This is an optimization exercise on Yosys and OpenROAD, whose aim is small area and a short achievable clock period, not a production implementation.
Only simulation tests tie the RTL to the original design; equivalence was not proved.
No activity file was given, so power comes from the tool's default toggle rates.

**design.v**
```verilog
package rv_isa_pkg;
  localparam int XLEN = 32;
  typedef logic [XLEN-1:0] word_t;
  typedef logic [31:0]     insn_t;
  typedef logic [4:0]      reg_addr_t;
  typedef logic [6:0]      opcode_t;
  localparam opcode_t OP_LUI     = 7'b01_101_11;
  localparam opcode_t OP_AUIPC   = 7'b00_101_11;
  localparam opcode_t OP_BRANCH  = 7'b11_000_11;
  localparam opcode_t OP_REG_IMM = 7'b00_100_11;
  localparam opcode_t OP_REG_REG = 7'b01_100_11;
  localparam opcode_t OP_ENVIRON = 7'b11_100_11;
  localparam logic [2:0] F3_ADD  = 3'b000;
  localparam logic [2:0] F3_SLL  = 3'b001;
  localparam logic [2:0] F3_SLT  = 3'b010;
  localparam logic [2:0] F3_SLTU = 3'b011;
  localparam logic [2:0] F3_XOR  = 3'b100;
  localparam logic [2:0] F3_SR   = 3'b101;
  localparam logic [2:0] F3_OR   = 3'b110;
  localparam logic [2:0] F3_AND  = 3'b111;
  localparam logic [2:0] F3_BEQ  = 3'b000;
  localparam logic [2:0] F3_BNE  = 3'b001;
  localparam logic [2:0] F3_BLT  = 3'b100;
  localparam logic [2:0] F3_BGE  = 3'b101;
  localparam logic [2:0] F3_BLTU = 3'b110;
  localparam logic [2:0] F3_BGEU = 3'b111;
  localparam logic [6:0] F7_BASE = 7'd0;
  localparam logic [6:0] F7_ALT  = 7'd32;
  localparam word_t INSN_BYTES = 32'd4;
endpackage
package core_ctrl_pkg;
  typedef enum logic [3:0] {
    ADD,
    SUB,
    SLL,
    SLT,
    SLTU,
    XOR,
    SRL,
    SRA,
    OR,
    AND,
    PASS_B
  } alu_op_e;
  typedef enum logic [2:0] {
    NONE,
    EQ,
    NE,
    LT,
    GE,
    LTU,
    GEU
  } branch_e;
endpackage
module rf_nand2 (
  input  logic a, b,
  output logic y
);
  assign y = ~(a & b);
endmodule
module rf_ao8 (
  input  logic [7:0] i_sel,
  input  logic [7:0] i_data,
  output logic       o_y
);
  assign o_y = |(i_sel & i_data);
endmodule
module rf_read_bit (
  input  logic [31:1] i_sel,
  input  logic [31:1] i_data,
  output logic        o_data,
  output logic        o_data2
);
  logic [3:0]  g;
  logic [1:0]  h_n;
  rf_ao8 u_ao0 (.i_sel (i_sel[8:1]),   .i_data (i_data[8:1]),   .o_y (g[0]));
  rf_ao8 u_ao1 (.i_sel (i_sel[16:9]),  .i_data (i_data[16:9]),  .o_y (g[1]));
  rf_ao8 u_ao2 (.i_sel (i_sel[24:17]), .i_data (i_data[24:17]), .o_y (g[2]));
  rf_ao7 u_ao3 (.i_sel (i_sel[31:25]), .i_data (i_data[31:25]), .o_y (g[3]));
  rf_nor2  u_nor0 (.a (g[0]), .b (g[1]), .y (h_n[0]));
  rf_nor2  u_nor1 (.a (g[2]), .b (g[3]), .y (h_n[1]));
  rf_nand2 u_out  (.a (h_n[0]), .b (h_n[1]), .y (o_data));
  rf_nand2 u_dup  (.a (h_n[0]), .b (h_n[1]), .y (o_data2));
endmodule
module rf_read_bit_x (
  input  logic [31:1] i_sel,
  input  logic [31:1] i_data,
  input  logic        i_en,
  input  logic        i_x_n,
  output logic        o_data,
  output logic        o_data2
);
  logic [3:0]  g;
  logic [1:0]  h_n;
  rf_ao8 u_ao0 (.i_sel (i_sel[8:1]),   .i_data (i_data[8:1]),   .o_y (g[0]));
  rf_ao8 u_ao1 (.i_sel (i_sel[16:9]),  .i_data (i_data[16:9]),  .o_y (g[1]));
  rf_ao8 u_ao2 (.i_sel (i_sel[24:17]), .i_data (i_data[24:17]), .o_y (g[2]));
  rf_ao7 u_ao3 (.i_sel (i_sel[31:25]), .i_data (i_data[31:25]), .o_y (g[3]));
  rf_oai21 u_oa0 (.a1 (g[0]), .a2 (g[1]), .b1 (i_en), .y (h_n[0]));
  rf_oai21 u_oa1 (.a1 (g[2]), .a2 (g[3]), .b1 (i_en), .y (h_n[1]));
  rf_nand3 u_out (.a (h_n[0]), .b (h_n[1]), .c (i_x_n), .y (o_data));
  rf_nand3 u_dup (.a (h_n[0]), .b (h_n[1]), .c (i_x_n), .y (o_data2));
endmodule
module rf_ao7 (
  input  logic [6:0] i_sel,
  input  logic [6:0] i_data,
  output logic       o_y
);
  assign o_y = |(i_sel & i_data);
endmodule
module rf_oai21 (
  input  logic a1, a2, b1,
  output logic y
);
  assign y = ~((a1 | a2) & b1);
endmodule
module rf_nand3 (
  input  logic a, b, c,
  output logic y
);
  assign y = ~(a & b & c);
endmodule
module rf_nor2 (
  input  logic a, b,
  output logic y
);
  assign y = ~(a | b);
endmodule
module rf_read (
  input  logic [31:1]       i_sel,
  input  logic [31:1][31:0] i_regs,
  output logic [31:0]       o_data,
  output logic [31:0]       o_data2
);
  for (genvar b = 0; b < 32; b++)
  begin : g_bit
    logic [31:1] col;
    for (genvar r = 1; r < 32; r++)
    begin : g_col
      assign col[r] = i_regs[r][b];
    end
    rf_read_bit u_bit (.i_sel (i_sel), .i_data (col), .o_data (o_data[b]), .o_data2 (o_data2[b]));
  end
endmodule
module rf_read_x (
  input  logic [31:1]       i_sel,
  input  logic [31:1][31:0] i_regs,
  input  logic              i_en,
  input  logic [31:0]       i_x_n,
  output logic [31:0]       o_data,
  output logic [4:0]        o_shamt
);
  for (genvar b = 0; b < 32; b++)
  begin : g_bit
    logic [31:1] col;
    for (genvar r = 1; r < 32; r++)
    begin : g_col
      assign col[r] = i_regs[r][b];
    end
    logic dup;
    rf_read_bit_x u_bit (.i_sel (i_sel), .i_data (col), .i_en (i_en), .i_x_n (i_x_n[b]), .o_data (o_data[b]), .o_data2 (dup));
    if (b < 5)
    begin : g_shamt
      assign o_shamt[b] = dup;
    end
  end
endmodule
module rf_dec (
  input  logic [4:0]  i_addr,
  input  logic [31:1] i_valid,
  output logic [31:1] o_sel
);
  logic [3:0] lo;
  logic [7:0] hi;
  always_comb
  begin
    for (int k = 0; k < 4; k++)
    begin
      lo[k] = i_addr[1:0] == 2'(k);
    end
    for (int k = 0; k < 8; k++)
    begin
      hi[k] = i_addr[4:2] == 3'(k);
    end
  end
  for (genvar i = 1; i < 32; i++)
  begin : g_sel
    rf_and3 u_and (.a (lo[i % 4]), .b (hi[i / 4]), .c (i_valid[i]), .y (o_sel[i]));
  end
endmodule
module rf_and3 (
  input  logic a, b, c,
  output logic y
);
  assign y = a & b & c;
endmodule
module execute (
  input  logic [31:0] i_a,
  input  logic [31:0] i_a2,
  input  logic [31:0] i_b,
  input  logic [4:0]  i_shamt,
  input  logic        i_sub,
  input  logic        i_left,
  input  logic        i_arith,
  input  logic        i_sel_add,
  input  logic        i_sel_sll,
  input  logic        i_sel_slt,
  input  logic        i_sel_sltu,
  input  logic        i_sel_xor,
  input  logic        i_sel_sr,
  input  logic        i_sel_or,
  input  logic        i_sel_and,
  input  logic        i_sel_x,
  input  logic [31:0] i_x,
  output logic [31:0] o_result,
  output logic [31:0] o_result_rf,
  output logic        o_eq,
  output logic        o_lt,
  output logic        o_ltu
);
  logic [32:0] sum;
  logic        fill;
  logic [4:0]  s;
  logic [31:0] t3;
  ks_adder adder_inst (
    .i_a    (i_a),
    .i_b    (i_b),
    .i_sub  (i_sub),
    .o_sum  (sum[31:0]),
    .o_cout (sum[32]),
    .o_lt   (o_lt),
    .o_eq   (o_eq)
  );
  assign o_ltu = ~sum[32];
  assign fill = i_arith && !i_left && i_a2[31];
  assign s    = i_shamt;
  shifter shifter_inst (
    .i_a    (i_a2),
    .i_left (i_left),
    .i_fill (fill),
    .i_s    (s),
    .o_y    (t3)
  );
  for (genvar i = 0; i < 32; i++)
  begin : g_res
    logic n_add;
    logic n_sh;
    logic n_oth;
    logic n_cmp;
    ex_nand2 u_add (.a (i_sel_add), .b (sum[i]), .y (n_add));
    ex_aoi22 u_sh  (.a1 (i_sel_sll), .a2 (t3[31-i]), .b1 (i_sel_sr), .b2 (t3[i]), .y (n_sh));
    ex_other u_oth (
      .i_a (i_a2[i]), .i_b (i_b[i]), .i_x (i_x[i]),
      .i_sel_xor (i_sel_xor), .i_sel_or (i_sel_or), .i_sel_and (i_sel_and), .i_sel_x (i_sel_x),
      .o_n (n_oth)
    );
    if (i == 0)
    begin : g_cmp
      ex_cmp u_cmp (.i_sel_slt (i_sel_slt), .i_lt (o_lt), .i_sel_sltu (i_sel_sltu), .i_cout (sum[32]), .o_n (n_cmp));
      ex_nand4 u_out (.a (n_add), .b (n_sh), .c (n_oth), .d (n_cmp), .y (o_result[i]));
      ex_nand4 u_rf  (.a (n_add), .b (n_sh), .c (n_oth), .d (n_cmp), .y (o_result_rf[i]));
    end
    else
    begin : g_nocmp
      ex_nand3 u_out (.a (n_add), .b (n_sh), .c (n_oth), .y (o_result[i]));
      ex_nand3 u_rf  (.a (n_add), .b (n_sh), .c (n_oth), .y (o_result_rf[i]));
    end
  end
endmodule
module sh_mux2i (
  input  logic a0, a1, s,
  output logic y_n
);
  assign y_n = ~(s ? a1 : a0);
endmodule
module shifter (
  input  logic [31:0] i_a,
  input  logic        i_left,
  input  logic        i_fill,
  input  logic [4:0]  i_s,
  output logic [31:0] o_y
);
  logic [5:0][31:0] m;
  for (genvar i = 0; i < 32; i++)
  begin : g_rev
    sh_mux2i u_mux (.a0 (i_a[i]), .a1 (i_a[31-i]), .s (i_left), .y_n (m[0][i]));
  end
  for (genvar k = 1; k < 6; k++)
  begin : g_stage
    logic f;
    assign f = (k % 2 == 1) ? ~i_fill : i_fill;
    for (genvar i = 0; i < 32; i++)
    begin : g_bit
      if (i + (1 << (k - 1)) < 32)
      begin : g_in
        sh_mux2i u_mux (.a0 (m[k-1][i]), .a1 (m[k-1][i + (1 << (k - 1))]), .s (i_s[k-1]), .y_n (m[k][i]));
      end
      else
      begin : g_fill
        sh_mux2i u_mux (.a0 (m[k-1][i]), .a1 (f), .s (i_s[k-1]), .y_n (m[k][i]));
      end
    end
  end
  assign o_y = m[5];
endmodule
module ex_nand2 (
  input  logic a, b,
  output logic y
);
  assign y = ~(a & b);
endmodule
module ex_nand3 (
  input  logic a, b, c,
  output logic y
);
  assign y = ~(a & b & c);
endmodule
module ex_nand4 (
  input  logic a, b, c, d,
  output logic y
);
  assign y = ~(a & b & c & d);
endmodule
module ex_aoi22 (
  input  logic a1, a2, b1, b2,
  output logic y
);
  assign y = ~((a1 & a2) | (b1 & b2));
endmodule
module ex_other (
  input  logic i_a, i_b, i_x,
  input  logic i_sel_xor, i_sel_or, i_sel_and, i_sel_x,
  output logic o_n
);
  assign o_n = ~((i_sel_xor & (i_a ^ i_b)) | (i_sel_or & (i_a | i_b)) | (i_sel_and & i_a & i_b) | (i_sel_x & i_x));
endmodule
module ks_aoi21 (
  input  logic a1, a2, b1,
  output logic y
);
  assign y = ~((a1 & a2) | b1);
endmodule
module ks_oai21 (
  input  logic a1, a2, b1,
  output logic y
);
  assign y = ~((a1 | a2) & b1);
endmodule
module ks_nand2 (
  input  logic a, b,
  output logic y
);
  assign y = ~(a & b);
endmodule
module ks_nor2 (
  input  logic a, b,
  output logic y
);
  assign y = ~(a | b);
endmodule
module ks_inv (
  input  logic a,
  output logic y
);
  assign y = ~a;
endmodule
module ks_xor2 (
  input  logic a, b,
  output logic y
);
  assign y = a ^ b;
endmodule
module ks_pg (
  input  logic a, b, sub,
  output logic g_n, t_n, px
);
  logic bs;
  ks_xor2  u_bs (.a (b), .b (sub), .y (bs));
  ks_nand2 u_g  (.a (a), .b (bs), .y (g_n));
  ks_nor2  u_t  (.a (a), .b (bs), .y (t_n));
  ks_xor2  u_p  (.a (a), .b (bs), .y (px));
endmodule
module ks_pg0 (
  input  logic a, b, sub,
  output logic g_n, px
);
  assign px  = a ^ b ^ sub;
  assign g_n = ~(sub ? (a | ~b) : (a & b));
endmodule
module ks_adder (
  input  logic [31:0] i_a,
  input  logic [31:0] i_b,
  input  logic        i_sub,
  output logic [31:0] o_sum,
  output logic        o_cout,
  output logic        o_lt,
  output logic        o_eq
);
  logic [5:0][31:0] gg;
  logic [5:0][31:0] tt;
  logic [31:0]      px;
  ks_pg0 u_pg0 (.a (i_a[0]), .b (i_b[0]), .sub (i_sub), .g_n (gg[0][0]), .px (px[0]));
  assign tt[0][0] = 1'b1;
  for (genvar i = 1; i < 32; i++)
  begin : g_pg
    ks_pg u_pg (.a (i_a[i]), .b (i_b[i]), .sub (i_sub), .g_n (gg[0][i]), .t_n (tt[0][i]), .px (px[i]));
  end
  for (genvar l = 1; l < 6; l++)
  begin : g_lvl
    localparam int D = 1 << (l - 1);
    for (genvar i = 0; i < 32; i++)
    begin : g_bit
      if (i >= D)
      begin : g_node
        if (l % 2 == 1)
        begin : g_true
          ks_oai21 u_g (.a1 (tt[l-1][i]), .a2 (gg[l-1][i-D]), .b1 (gg[l-1][i]), .y (gg[l][i]));
          if (i >= 2 * D)
          begin : g_t
            ks_nor2 u_t (.a (tt[l-1][i]), .b (tt[l-1][i-D]), .y (tt[l][i]));
          end
          else
          begin : g_nt
            assign tt[l][i] = 1'b0;
          end
        end
        else
        begin : g_inv
          ks_aoi21 u_g (.a1 (tt[l-1][i]), .a2 (gg[l-1][i-D]), .b1 (gg[l-1][i]), .y (gg[l][i]));
          if (i >= 2 * D)
          begin : g_t
            ks_nand2 u_t (.a (tt[l-1][i]), .b (tt[l-1][i-D]), .y (tt[l][i]));
          end
          else
          begin : g_nt
            assign tt[l][i] = 1'b1;
          end
        end
      end
      else
      begin : g_pass
        ks_inv u_g (.a (gg[l-1][i]), .y (gg[l][i]));
        assign tt[l][i] = (l % 2 == 1) ? 1'b0 : 1'b1;
      end
    end
  end
  assign o_sum[0] = px[0] ^ i_sub;
  for (genvar i = 1; i < 32; i++)
  begin : g_sum
    ks_xor2 u_s (.a (px[i]), .b (gg[5][i-1]), .y (o_sum[i]));
  end
  assign o_cout = gg[5][31];
  ks_xor2 u_lt (.a (px[31]), .b (gg[5][31]), .y (o_lt));
  assign o_eq = &px;
endmodule
module ex_cmp (
  input  logic i_sel_slt, i_lt, i_sel_sltu, i_cout,
  output logic o_n
);
  assign o_n = ~((i_sel_slt & i_lt) | (i_sel_sltu & ~i_cout));
endmodule
module ks_adder20 (
  input  logic [19:0] i_a,
  input  logic [19:0] i_b,
  output logic [19:0] o_sum
);
  logic [5:0][19:0] gg;
  logic [5:0][19:0] tt;
  logic [19:0]      px;
  for (genvar i = 0; i < 20; i++)
  begin : g_pg
    ks_nand2 u_g (.a (i_a[i]), .b (i_b[i]), .y (gg[0][i]));
    ks_nor2  u_t (.a (i_a[i]), .b (i_b[i]), .y (tt[0][i]));
    ks_xor2  u_p (.a (i_a[i]), .b (i_b[i]), .y (px[i]));
  end
  for (genvar l = 1; l < 6; l++)
  begin : g_lvl
    localparam int D = 1 << (l - 1);
    for (genvar i = 0; i < 20; i++)
    begin : g_bit
      if (i >= D)
      begin : g_node
        if (l % 2 == 1)
        begin : g_true
          ks_oai21 u_g (.a1 (tt[l-1][i]), .a2 (gg[l-1][i-D]), .b1 (gg[l-1][i]), .y (gg[l][i]));
          if (i >= 2 * D)
          begin : g_t
            ks_nor2 u_t (.a (tt[l-1][i]), .b (tt[l-1][i-D]), .y (tt[l][i]));
          end
          else
          begin : g_nt
            assign tt[l][i] = 1'b0;
          end
        end
        else
        begin : g_inv
          ks_aoi21 u_g (.a1 (tt[l-1][i]), .a2 (gg[l-1][i-D]), .b1 (gg[l-1][i]), .y (gg[l][i]));
          if (i >= 2 * D)
          begin : g_t
            ks_nand2 u_t (.a (tt[l-1][i]), .b (tt[l-1][i-D]), .y (tt[l][i]));
          end
          else
          begin : g_nt
            assign tt[l][i] = 1'b1;
          end
        end
      end
      else
      begin : g_pass
        ks_inv u_g (.a (gg[l-1][i]), .y (gg[l][i]));
        assign tt[l][i] = (l % 2 == 1) ? 1'b0 : 1'b1;
      end
    end
  end
  assign o_sum[0] = px[0];
  for (genvar i = 1; i < 20; i++)
  begin : g_sum
    ks_xor2 u_s (.a (px[i]), .b (gg[5][i-1]), .y (o_sum[i]));
  end
endmodule
module rv_core #(
  parameter logic [31:0] RESET_PC = '0,
  parameter int          NUM_REGS = 32
) (
  input  logic        clk,
  input  logic        rst,
  input  logic [31:0] i_insn,
  output logic [31:0] o_pc,
  output logic        o_halt,
  output logic        o_wb_en,
  output logic [4:0]  o_wb_rd,
  output logic [31:0] o_wb_data
);
  logic [6:0]  opcode;
  logic [2:0]  funct3;
  logic [6:0]  funct7;
  logic        is_lui;
  logic        is_auipc;
  logic        is_opimm;
  logic        is_op;
  logic        is_branch;
  logic        is_system;
  logic        f7_zero;
  logic        f7_alt;
  logic        arith_ok;
  logic        halt;
  logic [31:0] imm_i;
  logic [31:0] imm_b;
  logic [31:0] imm_u;
  logic [19:0] auipc_hi;
  logic [31:0] br_target;
  logic [31:0] pc_inc;
  logic [31:1][31:0] rf_regs;
  logic [31:1]       rf_valid;
  logic [31:1]       rf_we;
  logic [31:1]       rf_sel1;
  logic [31:1]       rf_sel2;
  logic [31:0]       imm_x_n;
  logic [31:0]       wb_data_rf;
  logic [4:0]        shamt;
  logic [31:0]       rs1_data2;
  logic [31:0] rs1_data;
  logic [31:0] op_b;
  logic        sub;
  logic        alu;
  logic [31:0] x;
  logic        eq;
  logic        lt;
  logic        ltu;
  logic        cond;
  logic        taken;
  assign opcode = i_insn[6:0];
  assign funct3 = i_insn[14:12];
  assign funct7 = i_insn[31:25];
  assign is_lui    = opcode == 7'b0110111;
  assign is_auipc  = opcode == 7'b0010111;
  assign is_opimm  = opcode == 7'b0010011;
  assign is_op     = opcode == 7'b0110011;
  assign is_branch = opcode == 7'b1100011;
  assign is_system = opcode == 7'b1110011;
  assign f7_zero  = funct7 == 7'b0000000;
  assign f7_alt   = funct7 == 7'b0100000;
  assign arith_ok = (is_op || (funct3[1:0] == 2'b01)) ?
                    (f7_zero || (f7_alt && ((funct3 == 3'b101) || (is_op && (funct3 == 3'b000))))) :
                    1'b1;
  assign halt      = is_system && (i_insn[31:7] == 25'b0);
  assign o_halt    = halt && !rst;
  assign o_wb_en   = !rst && (is_lui || is_auipc || ((is_opimm || is_op) && arith_ok));
  assign o_wb_rd   = i_insn[11:7];
  assign imm_i = {{20{i_insn[31]}}, i_insn[31:20]};
  assign imm_b = {{19{i_insn[31]}}, i_insn[31], i_insn[7], i_insn[30:25], i_insn[11:8], 1'b0};
  assign imm_u = {i_insn[31:12], 12'b0};
  ks_adder20 auipc_adder (
    .i_a   (o_pc[31:12]),
    .i_b   (i_insn[31:12]),
    .o_sum (auipc_hi)
  );
  assign br_target = o_pc + imm_b;
  assign pc_inc = {o_pc[31:2] + 30'd1, o_pc[1:0]};
  always_comb
  begin
    for (int i = 1; i < 32; i++)
    begin
      rf_we[i]   = o_wb_en && (o_wb_rd == 5'(i));
    end
  end
  always_ff @(posedge clk)
  begin
    if (rst)
    begin
      rf_valid <= '0;
    end
    else
    begin
      rf_valid <= rf_valid | rf_we;
    end
  end
  always_ff @(posedge clk)
  begin
    for (int i = 1; i < 32; i++)
    begin
      if (rf_we[i])
      begin
        rf_regs[i] <= wb_data_rf;
      end
    end
  end
  rf_dec rf_dec1 (.i_addr (i_insn[19:15]), .i_valid (rf_valid), .o_sel (rf_sel1));
  rf_dec rf_dec2 (.i_addr (i_insn[24:20]), .i_valid (rf_valid), .o_sel (rf_sel2));
  assign imm_x_n = ~({32{is_opimm}} & imm_i);
  rf_read rf_read1 (.i_sel (rf_sel1), .i_regs (rf_regs), .o_data (rs1_data), .o_data2 (rs1_data2));
  rf_read_x rf_read2 (.i_sel (rf_sel2), .i_regs (rf_regs), .i_en (!is_opimm), .i_x_n (imm_x_n), .o_data (op_b), .o_shamt (shamt));
  assign sub = is_branch || (funct3[2:1] == 2'b01) || (is_op && funct7[5] && (funct3 == 3'b000));
  assign alu = is_opimm || is_op;
  assign x   = is_lui ? imm_u : {auipc_hi, o_pc[11:0]};
  execute execute_inst (
    .i_a        (rs1_data),
    .i_a2       (rs1_data2),
    .i_b        (op_b),
    .i_shamt    (shamt),
    .i_sub      (sub),
    .i_left     (!funct3[2]),
    .i_arith    (funct7[5]),
    .i_sel_add  (alu && (funct3 == 3'b000)),
    .i_sel_sll  (alu && (funct3 == 3'b001)),
    .i_sel_slt  (alu && (funct3 == 3'b010)),
    .i_sel_sltu (alu && (funct3 == 3'b011)),
    .i_sel_xor  (alu && (funct3 == 3'b100)),
    .i_sel_sr   (alu && (funct3 == 3'b101)),
    .i_sel_or   (alu && (funct3 == 3'b110)),
    .i_sel_and  (alu && (funct3 == 3'b111)),
    .i_sel_x    (is_lui || is_auipc),
    .i_x        (x),
    .o_result   (o_wb_data),
    .o_result_rf (wb_data_rf),
    .o_eq       (eq),
    .o_lt       (lt),
    .o_ltu      (ltu)
  );
  assign cond  = funct3[2] ? (funct3[1] ? ltu : lt) : (!funct3[1] && eq);
  assign taken = is_branch && (funct3[2:1] != 2'b01) && (cond ^ funct3[0]);
  always_ff @(posedge clk)
  begin
    if (rst)
    begin
      o_pc <= RESET_PC;
    end
    else if (taken)
    begin
      o_pc <= br_target;
    end
    else if (!halt)
    begin
      o_pc <= pc_inc;
    end
  end
endmodule
```
**flow/run.sh**
```bash
#!/bin/bash
# The standard layout, with two changes: the port buffers are buf_4 cells
# (instead of the delay-buffer cell buffer_ports picks by default), and
# repair may swap a cell for one of another footprint.
set -euo pipefail
bash standard.sh 'BUFFER_PORTS_ARGS=-buffer_cell sky130_fd_sc_hd__buf_4' MATCH_CELL_FOOTPRINT=0 finish > standard.log 2>&1
```
**standard.sh**
```bash
#!/bin/bash
# synth_recipe.tcl (not shown) runs the flow's synth.tcl, then flattens the netlist and writes it again
# the make line also repeats each setting of config.mk as NAME=value (left out here)
make -C /OpenROAD-flow-scripts/flow DESIGN_CONFIG=/design/flow/config.mk WORK_HOME=/design/flow/orfs CLKGATE_MAP_FILE= SYNTH_SCRIPT=/design/flow/synth_recipe.tcl "${@:-finish}"
```
**config.mk**
```make
export PLATFORM = sky130hd
export DESIGN_NAME = rv_core
export DESIGN_NICKNAME = rv_core
export VERILOG_FILES = /design/flow/design.v
export SDC_FILE = /design/flow/constraint.sdc
export NUM_CORES = 4
export LEC_CHECK = 0
export CAP_MARGIN = 20
export CORE_MARGIN = 2
export CORE_UTILIZATION = 45
export CTS_BUF_LIST = sky130_fd_sc_hd__clkbuf_8
export SETUP_SLACK_MARGIN = 2.5
export SLEW_MARGIN = 20
export SYNTH_HIERARCHICAL = 1
```
**constraint.sdc**
```tcl
create_clock -name core_clock -period 11.0 [get_ports {clk}]
set_input_delay 2.2000 -clock core_clock [delete_from_list [all_inputs] [get_ports {clk}]]
set_output_delay 2.2000 -clock core_clock [all_outputs]
set_load 0.01 [all_outputs]
```
==> impl_metrics.csv, run 1 <==
group,metric,value,unit
timing,period_minus_slack,8580,ps
finish,final_cell_mix,"edfxtp_1 (992), a22oi_1 (895), buf_4 (327)",
timing,max_slew_margin,0.189,
grt,grt_max_degree,69,
placement,dp_slack,1460,ps
timing,finalHoldViolations,0,
critical_path,cp-end-kind,"output port",
grt,grt_usage,0.375,
critical_path,crit_top_cell,"mux2i_1",
finish,finish.instance_area,64300,um^2
floorplanning,rows,126,
timing,clock-skew-final,36.4,ps
route,drt-initial-drc-count,8511,
finish,nets,4976,
synthesis,avgSynthCellArea,12.2,um^2
critical_path,path_cells,"buf_4 -> and3b_2 -> and3_4 -> buf_4 -> a22oi_1 -> nand4_1 -> nor2_2 -> nand2_2 -> mux2i_2 -> mux2i_1 -> mux2i_1 -> mux2i_1 -> mux2i_1 -> mux2i_2 -> a22oi_2 -> nand3_2 -> buf_4",
route,drc_errors,0,
clocking,clock_sinks,1054,
grt,grt_pass1_wl,322000,um
route,wl,236000,um
timing,tightest_slew,1220,ps
job,max_cap_violations,0,
placement,dp_hpwl,153000,um
synthesis,synth_cells,4408,
finish,drive_above_1_share,0.247,
clocking,cts_buffers,172,
run_status,status,"timing/DRC/antenna clean",
grt,grt_antenna_before_repair,12,
clocking,cts.htree.levels,4,
timing,final-setup-viol-count,0,
synthesis,ys_warn_count,8,
finish,fill_cells,9931,
critical_path,cp_max_fo,18,
critical_path,start_kind,"input pin",
clocking,clk_pin_slew,60,ps
route,avgViaCountPerCell,7.13,
clocking,cts_tree,"built",
timing,slew_viol_final,0,
floorplanning,die_y,349,um
timing,setup_tns,0,ps
placement,io_buffer_count,103,
clocking,clkLatencyLatePin,910,ps
route,antenna_left,0,
clocking,cts-hold-fix-buffers,0,
critical_path,crit_path_max_incr_delay,430,ps
floorplanning,ioPinCount,105,
critical_path,critical_path_class,"in -> out",
route,vias,46700,
power_and_ir_drop,p_leak,0.0213,uW
power_and_ir_drop,powerDensity,122,nW/um^2
timing,grt_setup_unrepaired,"true",
floorplanning,die-width,349,um
floorplanning,core,118000,um^2
timing,fmax,0.117,GHz
critical_path,cp.arrival,6380,ps
grt,grt_pass1_vias,43500,
clocking,root_buffer,"clkbuf_8",
placement,gp_congestion,1.07,
finish,area_growth,20.0,%
floorplanning,start_util,0.454,
min_path,hold_path.class,"reg -> reg",
placement,dpl-instance-area,57700,um^2
critical_path,required,8800,ps
synthesis,syn_area,53600,um^2
floorplanning,die-area,122000,um^2
timing,timing.final.ws_setup,2420,ps
timing,fin_crit_sh,0.780,
grt,grt-ovfl-total,0,
critical_path,cp_slowest_cell,"a22oi_2",
clocking,clk_path_buf_depth,3,
power_and_ir_drop,ir_drop,0.000132,V
finish,mostFrequentLayoutCell,"edfxtp_1",
route,drtPass1Iterations,9,
route,avgRoutedWirePerCell,36.0,um
## routing by layer
metal,wire length (um),GRT usage,vias up
met5,233,0.00760,-
met4,17100,0.242,14
met3,33500,0.132,701
met2,98600,0.533,3860
met1,86300,0.484,23100
li1,-,-,19100
## worst max-delay path, delay by kind of cell
family,cells,cell delay (ps)
simple gates,6,1510
buf+inv,3,700
compound gates,2,640
mux,6,1290
## state kept, by name (all words and copies together), names as in the netlist
signal    cells
o_pc         31
rf_regs     992
rf_valid     31
## repair_timing
| action | CTS | global route |
|---|---|---|
| cloned | 4 | 3 |
| pin swaps | 37 | 90 |
| resized for setup | 355 | 246 |
| buffers inserted | 32 | 50 |
| endpoints found under the setup margin | 32 | 32 |
## area by class of cell
cell class | instances | area, um^2 | area share
flip-flops and latches | 1054 | 31000 | 0.482
repair buffers | 368 | 3060 | 0.0476
well taps | 1536 | 1920 | 0.0299
clock inverters | 125 | 772 | 0.0120
clock buffers | 178 | 2450 | 0.0381
diodes | 6 | 15.0 | 0.000233
inverters | 145 | 552 | 0.00858
multi-input cells | 3137 | 24500 | 0.381
## worst paths after layout
check,start,endpoint,depth (start not counted),slack (ps)
max,i_insn[18],o_wb_data[27],17,2420
min,rf_valid[28],rf_valid[28],2,500
max reg2reg,rf_valid[23],o_pc[28],24,5380
min reg2reg,rf_valid[28],rf_valid[28],2,500
## report_power, final
group | total (uW) | leakage [uW] | switching [uW] | internal, uW
Clock | 3300 | 0.00180 | 1610 | 1690
Sequential | 4330 | 0.00865 | 4.09 | 4330
Combinational | 235 | 0.0109 | 162 | 73.2
Total | 7870 | 0.0213 | 1780 | 6090
## through the flow
step / total power, uW / cells / utilization / hold slack, ps
global placement: 4610 / 6150 / 0.488 / 465
global route: 8080 / 6544 / 0.545 / 515
floorplan: 4530 / 4409 / - / 448
CTS: 7880 / 6489 / 0.532 / 493
detailed placement: 4610 / 6150 / 0.488 / 474
finish: 7870 / 6549 / 0.545 / 495
==> inputs of run 2 (changes only) <==
--- a/design.v
+++ b/design.v
@@ -172,14 +172,26 @@
 );
-  logic [3:0] lo;
-  logic [7:0] hi;
-  always_comb
-  begin
-    for (int k = 0; k < 4; k++)
-    begin
-      lo[k] = i_addr[1:0] == 2'(k);
-    end
-    for (int k = 0; k < 8; k++)
-    begin
-      hi[k] = i_addr[4:2] == 3'(k);
-    end
+  logic [4:0]  addr_n;
+  logic [3:0]  lo;
+  logic [7:0]  hi_n;
+  logic [31:1] sel_n;
+  for (genvar k = 0; k < 5; k++)
+  begin : g_lit
+    rf_inv u_inv (.a (i_addr[k]), .y (addr_n[k]));
+  end
+  for (genvar k = 0; k < 4; k++)
+  begin : g_lo
+    rf_nor2 u_nor (
+      .a (k[1] ? addr_n[1] : i_addr[1]),
+      .b (k[0] ? addr_n[0] : i_addr[0]),
+      .y (lo[k])
+    );
+  end
+  for (genvar k = 0; k < 8; k++)
+  begin : g_hi
+    rf_nand3 u_nand (
+      .a (k[2] ? i_addr[4] : addr_n[4]),
+      .b (k[1] ? i_addr[3] : addr_n[3]),
+      .c (k[0] ? i_addr[2] : addr_n[2]),
+      .y (hi_n[k])
+    );
   end
@@ -187,10 +199,17 @@
   begin : g_sel
-    rf_and3 u_and (.a (lo[i % 4]), .b (hi[i / 4]), .c (i_valid[i]), .y (o_sel[i]));
+    rf_nand3b u_nand (.a_n (hi_n[i / 4]), .b (lo[i % 4]), .c (i_valid[i]), .y (sel_n[i]));
+    rf_inv    u_inv  (.a (sel_n[i]), .y (o_sel[i]));
   end
 endmodule
-module rf_and3 (
-  input  logic a, b, c,
+module rf_inv (
+  input  logic a,
+  output logic y
+);
+  assign y = ~a;
+endmodule
+module rf_nand3b (
+  input  logic a_n, b, c,
   output logic y
 );
-  assign y = a & b & c;
+  assign y = ~(~a_n & b & c);
 endmodule
==> run 2 against run 1 <==
Via count grew 2.2%. Synthesized cell count increased by 2.1%. Sequential cell count is the same. Maximum frequency decreased by 0.41%. Area after synthesis increased by 0.91%. Global-route usage increased by 0.60 points. Clock power up 3%. Routed wire length grew 2.4%. Sequential power is essentially flat. Register-to-register slack got worse by 900 ps. Largest power group unchanged.
==> impl_metrics.csv, run 2 <==
group,metric,value,unit
timing,setup_tns,0,ps
synthesis,avgSynthCellArea,12.0,um^2
placement,gp_congestion,1.06,
route,vias,47700,
timing,timing.final.ws_setup,2390,ps
finish,final_cells,6896,
finish,largest_reg_flops,992,
run_status,status,"timing/DRC/antenna clean",
critical_path,start_kind,"input pin",
clocking,cts-hold-fix-buffers,0,
grt,grt_max_degree,72,
timing,fmax,0.116,GHz
route,top_layer,"met5",
timing,tightest_slew,948,ps
clocking,cts_buffers,175,
finish,final_util,0.564,
grt,grt_pass1_wl,330000,um
placement,numPlacedInstances,6324,
route,wl_met1,92300,um
floorplanning,die-area,123000,um^2
timing,fin_crit_sh,0.783,
critical_path,critical_path_class,"in -> out",
route,antenna_left,0,
power_and_ir_drop,clkPwrFrac,0.426,
power_and_ir_drop,p_leak,0.0229,uW
clocking,cts_tree,"built",
finish,drive_above_1_share,0.270,
finish,finish.instance_area,67400,um^2
clocking,clk_path_buf_depth,3,
finish,final_cell_mix,"edfxtp_1 (992), a22oi_1 (888), buf_4 (395)",
power_and_ir_drop,comb_power_share,0.033,
clocking,clk_pin_slew,60,ps
clocking,clkLatencyLatePin,940,ps
finish,reg_top3,"rf_regs: 992 flops, o_pc: 31 flops, rf_valid: 31 flops",
min_path,hold_path.class,"reg -> reg",
timing,clock-skew-final,52.3,ps
placement,dpl-instance-area,58200,um^2
route,wl_met2,101000,um
timing,max_slew_margin,0.361,
power_and_ir_drop,swShare,0.235,
critical_path,cp-end-kind,"output port",
power_and_ir_drop,power_frac_seq,0.541,
grt,grt-ovfl-total,0,
route,avgViaCountPerCell,6.92,
critical_path,cp_max_fo,10,
clocking,root_buffer,"clkbuf_8",
power_and_ir_drop,powerDensity,119,nW/um^2
route,avgRoutedWirePerCell,35.0,um
route,drt-initial-drc-count,8564,
placement,dp_hpwl,158000,um
finish,top_register,"rf_regs",
grt,grt_antenna_before_repair,10,
synthesis,ys_warn_count,7,
route,drtPass1Iterations,10,
floorplanning,ioPinCount,105,
timing,finalHoldViolations,0,
timing,slew_viol_final,0,
clocking,clock_sinks,1054,
power_and_ir_drop,internal_power,6120,uW
placement,dp_slack,1370,ps
finish,area_growth,24.7,%
power_and_ir_drop,ir_drop,0.000143,V
placement,io_buffer_count,103,
grt,grt_usage,0.381,
floorplanning,die_y,351,um
synthesis,syn_area,54100,um^2
clocking,cts.htree.levels,4,
finish,fill_cells,10000,
floorplanning,start_util,0.453,
grt,grt_pass1_vias,44300,
job,max_cap_violations,0,
route,drc_errors,0,
floorplanning,core,119000,um^2
finish,nets,5231,
timing,grt_setup_unrepaired,"true",
floorplanning,rows,127,
timing,final-setup-viol-count,0,
timing,period_minus_slack,8610,ps
finish,mostFrequentLayoutCell,"edfxtp_1",
floorplanning,die-width,351,um
route,wl,241000,um
synthesis,synth_cells,4502,
critical_path,required,8800,ps
route,wl_met3,31900,um
critical_path,cp.arrival,6410,ps
power_and_ir_drop,p_sw,1880,uW
==> run 2: metrics by stage <==
step	hold WS, ps	power [uW]
floorplan	459	4530
global placement	482	4620
detailed placement	485	4620
CTS	498	8000
global route	536	8220
finish	509	8000
==> run 2: repair_timing <==
action,in CTS,in global routing
resized for setup,455,289
pin swaps,97,136
gates cloned,4,4
buffers inserted,151,84
endpoints found under the setup margin,32,32
==> run 2: worst max-delay path, stage by stage <==
cell        delay [ps]
buf_12             120
inv_2               80
nand3_2            100
nand3b_1           210
clkinvlp_4         310
buf_12             240
a22oi_2            130
nand4_1            360
nor2_2             290
nand2_4            100
buf_4              150
mux2i_4            290
mux2i_1            200
mux2i_2            320
mux2i_1            120
mux2i_1            230
mux2i_2            160
a22oi_2            230
buf_6              180
nand3_4            140
buf_4              190
==> run 2: per-layer routing <==
metal  GRT usage  vias to the layer above
li1            -                    19600
met5           0                        -
met1       0.517                    23700
met4       0.222                       10
met2       0.545                     3644
met3       0.106                      702
==> run 2: cell type report <==
type / instances / area, um^2 / area share
clock buffer: 184 / 2530 / 0.0376
antenna: 6 / 15.0 / 0.000223
multi-input combinational: 3160 / 24800 / 0.368
inverter: 211 / 1000 / 0.0148
timing repair buffer: 530 / 5170 / 0.0767
clock inverter: 138 / 827 / 0.0123
tap: 1612 / 2020 / 0.0299
timing repair inverter: 1 / 7.51 / 0.000111
sequential: 1054 / 31000 / 0.460
==> run 2: power by group through the flow <==
stage	clock (uW)	combinational, uW	sequential, uW
floorplan	0	117	4410
global placement	0	208	4420
detailed placement	0	207	4420
CTS	3440	228	4330
global route	3620	272	4330
finish	3410	262	4330
==> run 2: final timing paths <==
kind,cells after the start,slack (ps),start,end
worst max-delay path,21,2390,i_insn[17],o_wb_data[24]
worst min-delay path,2,510,rf_valid[8],rf_valid[8]
worst max register to register,21,4480,rf_valid[19],o_pc[15]
worst min register to register,2,510,rf_valid[8],rf_valid[8]

port drivers added, routing unchanged:
In the flow no input, the clock included, has a driving cell. The finished layouts below were timed again as built, in two steps. Step 1 assumes that a clkbuf_16 drives the clock port and a buf_2 every other input. Step 2 times the ports against the registers' clock, not the clock port: input delays grow and output delays shrink by t, the midpoint of the rising clock arrivals with the driver on. a / b / c = no drivers / after step 1 / after step 2; a / b = the first two.
run	shift t [ns]	setup slack, ns	clock arrival spread, ns	worst register clock-pin slew, ns	worst data-port slew with drivers (ns)
run 1	0.965	2.423 / 2.395 / 2.395	0.036 / 0.036	0.07 / 0.07	0.07
run 2	0.994	2.388 / 2.266 / 2.236	0.052 / 0.052	0.09 / 0.09	0.13
After both steps every run listed still meets setup and hold. The setup slack of run 2, which loses most, moves by -0.122 ns with the drivers and by -0.152 ns with both steps.
